From an optimization exercise on the open Yosys and OpenROAD flow, aimed at small area, a short achievable clock period and few clock cycles; shortcuts taken in it are not production practice. Only simulation tests tie the RTL to the original design; equivalence was not proved. Power figures rest on the tool's default switching activity, not on a simulated workload.

build 63:
Design vec_mem_responder, start of the top module:
module vec_mem_responder #(
  parameter int registerSize = 8,
  parameter int vectorSize   = 4,
  parameter int addrWidth    = 16,
  parameter int memDepth     = 256
) (
  input  logic                                    clk,
  input  logic                                    rst,
  input  logic                                    req_valid,
  output logic                                    req_ready,
  input  logic                                    req_write,
  input  logic                                    req_vec,
  input  logic [addrWidth-1:0]                    req_addr,
  input  logic [vectorSize-1:0][registerSize-1:0] req_wdata,
  output logic                                    resp_valid,
  input  logic                                    resp_ready,
  output logic [vectorSize-1:0][registerSize-1:0] resp_rdata,
  output logic                                    resp_err
);
  localparam int NB   = vmem_pkg::numBanks;
  localparam int ROWS = vmem_pkg::bankRows;
  localparam int W    = registerSize;
  logic                    req_err;
  logic [1:0]              a0;
  logic [5:0]              r;
  logic [7:0]              hr, lr;      
  logic [NB-1:0]           d_c;         
  logic [NB-1:0][7:0]      d_hi, d_lo;  
  logic [NB-1:0]           d_ae;        
  logic [NB-1:0]           d_we;        
  logic [NB-1:0]           d_rot;       
  logic [NB-1:0][7:0]      d_hs_n;      
  logic [NB-1:0][7:0]      d_hw_n;      
  logic [NB-1:0][7:0]      d_lo_n;      
  logic [NB-1:0][W-1:0]    d_wdata;
  assign req_err = (|req_addr[addrWidth-1:8]) ||
                   (req_vec && (req_addr[7:0] > 8'(memDepth - vectorSize)));
  assign a0 = req_addr[1:0];
  assign r  = req_addr[7:2];
  always_comb begin
    for (int h = 0; h < 8; h++) begin
      hr[h] = (r[5:3] == 3'(h));
      lr[h] = (r[2:0] == 3'(h));
    end
  end
  always_comb begin
    for (int b = 0; b < NB; b++) begin
      d_c[b]     = (2'(b) < a0);
  ...
Size in the first run: about 0.082 mm² of cells after synthesis.
clock: 6.0 ns
lec_check: 0
cap_margin: 20
core_margin: 2
core_utilization: 65
cts_cluster_diameter: 100
cts_cluster_size: 25
setup_slack_margin: 3.5
slew_margin: 20
synth_hierarchical: 1
run.sh (not shown) runs the stock make flow with config.mk's settings and CLKGATE_MAP_FILE= SYNTH_SCRIPT=/design/flow/synth_recipe.tcl, a recipe that flattens the netlist after the stock synthesis.
Testbench counts of build 63, summed over its fixed seeds: cycles 8,024.
## Diff of input files: build 27 against build 63
-- flow/design.v --
<<< build 63, line 76
  logic                    req_err;
  logic [1:0]              a0;
  logic [5:0]              r;
  logic [7:0]              hr, lr;      
  logic [NB-1:0]           d_c;         
  logic [NB-1:0][7:0]      d_hi, d_lo;  
  logic [NB-1:0]           d_ae;        
  logic [NB-1:0]           d_we;        
  logic [NB-1:0]           d_rot;       
  logic [NB-1:0][7:0]      d_hs_n;      
  logic [NB-1:0][7:0]      d_hw_n;      
  logic [NB-1:0][7:0]      d_lo_n;      
  logic [NB-1:0][W-1:0]    d_wdata;
>>> build 27, line 76
  logic                    req_err;
  logic [1:0]              a0;
  logic [5:0]              r, r1;
  logic [NB-1:0][5:0]      d_row;
  logic [NB-1:0]           d_ae;        
  logic [NB-1:0]           d_we;        
  logic [NB-1:0]           d_rot;       
  logic [NB-1:0][7:0]      d_hs_n;      
  logic [NB-1:0][7:0]      d_lo_n;      
  logic [NB-1:0][W-1:0]    d_wdata;
<<< build 63, line 91
  assign a0 = req_addr[1:0];
  assign r  = req_addr[7:2];
  always_comb begin
    for (int h = 0; h < 8; h++) begin
      hr[h] = (r[5:3] == 3'(h));
      lr[h] = (r[2:0] == 3'(h));
    end
  end
  always_comb begin
    for (int b = 0; b < NB; b++) begin
      d_c[b]     = (2'(b) < a0);
      d_lo[b]    = d_c[b] ? {lr[6:0], lr[7]} : lr;
      d_hi[b]    = (d_c[b] && lr[7]) ? {hr[6:0], hr[7]} : hr;
      d_ae[b]    = !req_err && (req_vec || (a0 == 2'(b)));
      d_we[b]    = req_write && d_ae[b];
>>> build 27, line 88
  assign a0 = req_addr[1:0];
  assign r  = req_addr[7:2];
  assign r1 = r + 6'd1;
  always_comb begin
    for (int b = 0; b < NB; b++) begin
      d_row[b]   = (2'(b) < a0) ? r1 : r;
      d_ae[b]    = !req_err && (req_vec || (a0 == 2'(b)));
      d_we[b]    = req_write && d_ae[b];
<<< build 63, line 107
      d_wdata[b] = req_wdata[2'(2'(b) - a0)];
      for (int h = 0; h < 8; h++) begin
        d_hs_n[b][h] = !(d_ae[b] && d_hi[b][h]);
        d_hw_n[b][h] = !(req_valid && d_we[b] && d_hi[b][h]);
        d_lo_n[b][h] = !d_lo[b][h];
      end
    end
>>> build 27, line 97
      d_wdata[b] = req_wdata[2'(2'(b) - a0)];
      for (int h = 0; h < 8; h++) begin
        d_hs_n[b][h] = !(d_ae[b] && (d_row[b][5:3] == 3'(h)));
        d_lo_n[b][h] = !(d_row[b][2:0] == 3'(h));
      end
    end
<<< build 63, line 119
  logic                    s1_err, s2_err, k_err;
  logic [NB-1:0]           s1_rot, s2_rot;
  logic [NB-1:0][7:0]      s1_hw_n;
  logic [NB-1:0][7:0]      s1_hs_n;
  logic [NB-1:0][7:0]      s1_lo_n;
>>> build 27, line 108
  logic                    s1_err, s2_err, k_err;
  logic [NB-1:0]           s1_rot, s2_rot;
  logic [NB-1:0]           s1_we;
  logic [NB-1:0][7:0]      s1_hs_n;
  logic [NB-1:0][7:0]      s1_lo_n;
<<< build 63, line 135
  assign s2_en = !s2_v || !k_v;         
  assign ex1   = s1_v && s2_en;         
  logic [NB-1:0][ROWS-1:0][W-1:0] mem, mem_d;
  logic [NB-1:0][ROWS-1:0]        rsel, wsel, wsel_n;
  logic [NB-1:0][W-1:0]           bv;
  for (genvar b = 0; b < NB; b++) begin : g_bank
>>> build 27, line 124
  assign s2_en = !s2_v || !k_v;         
  assign ex1   = s1_v && s2_en;         
  logic [NB-1:0][ROWS-1:0][W-1:0] mem;
  logic [NB-1:0][ROWS-1:0]        rsel, wsel;
  logic [NB-1:0][W-1:0]           bv;
  for (genvar b = 0; b < NB; b++) begin : g_bank
<<< build 63, line 142
      for (int j = 0; j < ROWS; j++) begin
        rsel[b][j] = ~(s1_hs_n[b][j/8] | s1_lo_n[b][j%8]);
        wsel[b][j] = ~(s1_hw_n[b][j/8] | s1_lo_n[b][j%8]);
        wsel_n[b][j] = ~wsel[b][j];
      end
    end
    for (genvar j = 0; j < ROWS; j++) begin : g_row
      for (genvar k = 0; k < W; k++) begin : g_bit
        vmem_ao22 u_wr (.a(wsel[b][j]), .b(s1_wdata[b][k]), .c(wsel_n[b][j]), .d(mem[b][j][k]),
                        .y(mem_d[b][j][k]));
      end
    end
    always_ff @(posedge clk) mem[b] <= mem_d[b];
    for (genvar k = 0; k < W; k++) begin : g_bit
      logic [ROWS-1:0] col;
>>> build 27, line 131
      for (int j = 0; j < ROWS; j++) begin
        rsel[b][j] = ~(s1_hs_n[b][j/8] | s1_lo_n[b][j%8]);
        wsel[b][j] = rsel[b][j] && s1_we[b];
      end
    end
    always_ff @(posedge clk) begin
      for (int j = 0; j < ROWS; j++)
        if (wsel[b][j]) mem[b][j] <= s1_wdata[b];
    end
    for (genvar k = 0; k < W; k++) begin : g_bit
      logic [ROWS-1:0] col;
<<< build 63, line 207
      busy   <= 1'b0;
      s1_v   <= 1'b0;
      s1_hw_n <= '1;
      s2_v   <= 1'b0;
      m_v    <= 1'b0;
>>> build 27, line 192
      busy   <= 1'b0;
      s1_v   <= 1'b0;
      s1_we  <= '0;
      s2_v   <= 1'b0;
      m_v    <= 1'b0;
<<< build 63, line 218
      rdy    <= !(s1_v_n && s2_v_n && k_v_n);
      busy   <= s1_v_n && s2_v_n && k_v_n;
      if (rdy)      s1_hw_n <= d_hw_n;
    end
  end
>>> build 27, line 203
      rdy    <= !(s1_v_n && s2_v_n && k_v_n);
      busy   <= s1_v_n && s2_v_n && k_v_n;
      if (acc)      s1_we <= d_we;
      else if (ex1) s1_we <= '0;
    end
  end
[summary]
The lower synthesized net count came out of build 27. In build 27 the via count of the first global-routing pass turned out about 25% lower than in build 63. Summary: with build 63 as the reference, pin count of the biggest net entering global routing in build 27 moved up slightly. Relative to build 63, minimum clock period after layout decreased by 0.016 ns in build 27. In the reports for build 27 and build 63, the larger share of total power in the clock network belongs to build 63.
Testbench counts of build 27, summed over its fixed seeds: cycles 8,024.

[separate check: timing with driven ports]
The flow's constraints put no driver on any port. The routed layouts listed below were extracted and timed again, unchanged, in two steps. Step 1, drivers: a clkbuf_16 drives clk and a buf_2 each remaining input, both assumed. Step 2 also shifts input and output timing later by t, the mid clock arrival at the registers, as if the neighbouring blocks saw the same clock. a / b / c = ideal ports / drivers / drivers and shift; a / b = the first two.
run	t (ns)	setup slack, ns	hold WS [ns]	worst setup path at the end
build 63	0.827	3.444 / 3.362 / 2.666	0.466 / 0.466 / 0.466	input to register
build 27	0.815	3.460 / 3.449 / 2.670	0.433 / 0.433 / 0.433	input to register
After both steps every run listed still meets setup and hold. For build 27, which loses most, drivers alone change the setup slack by -0.011 ns; drivers and shift together by -0.790 ns.
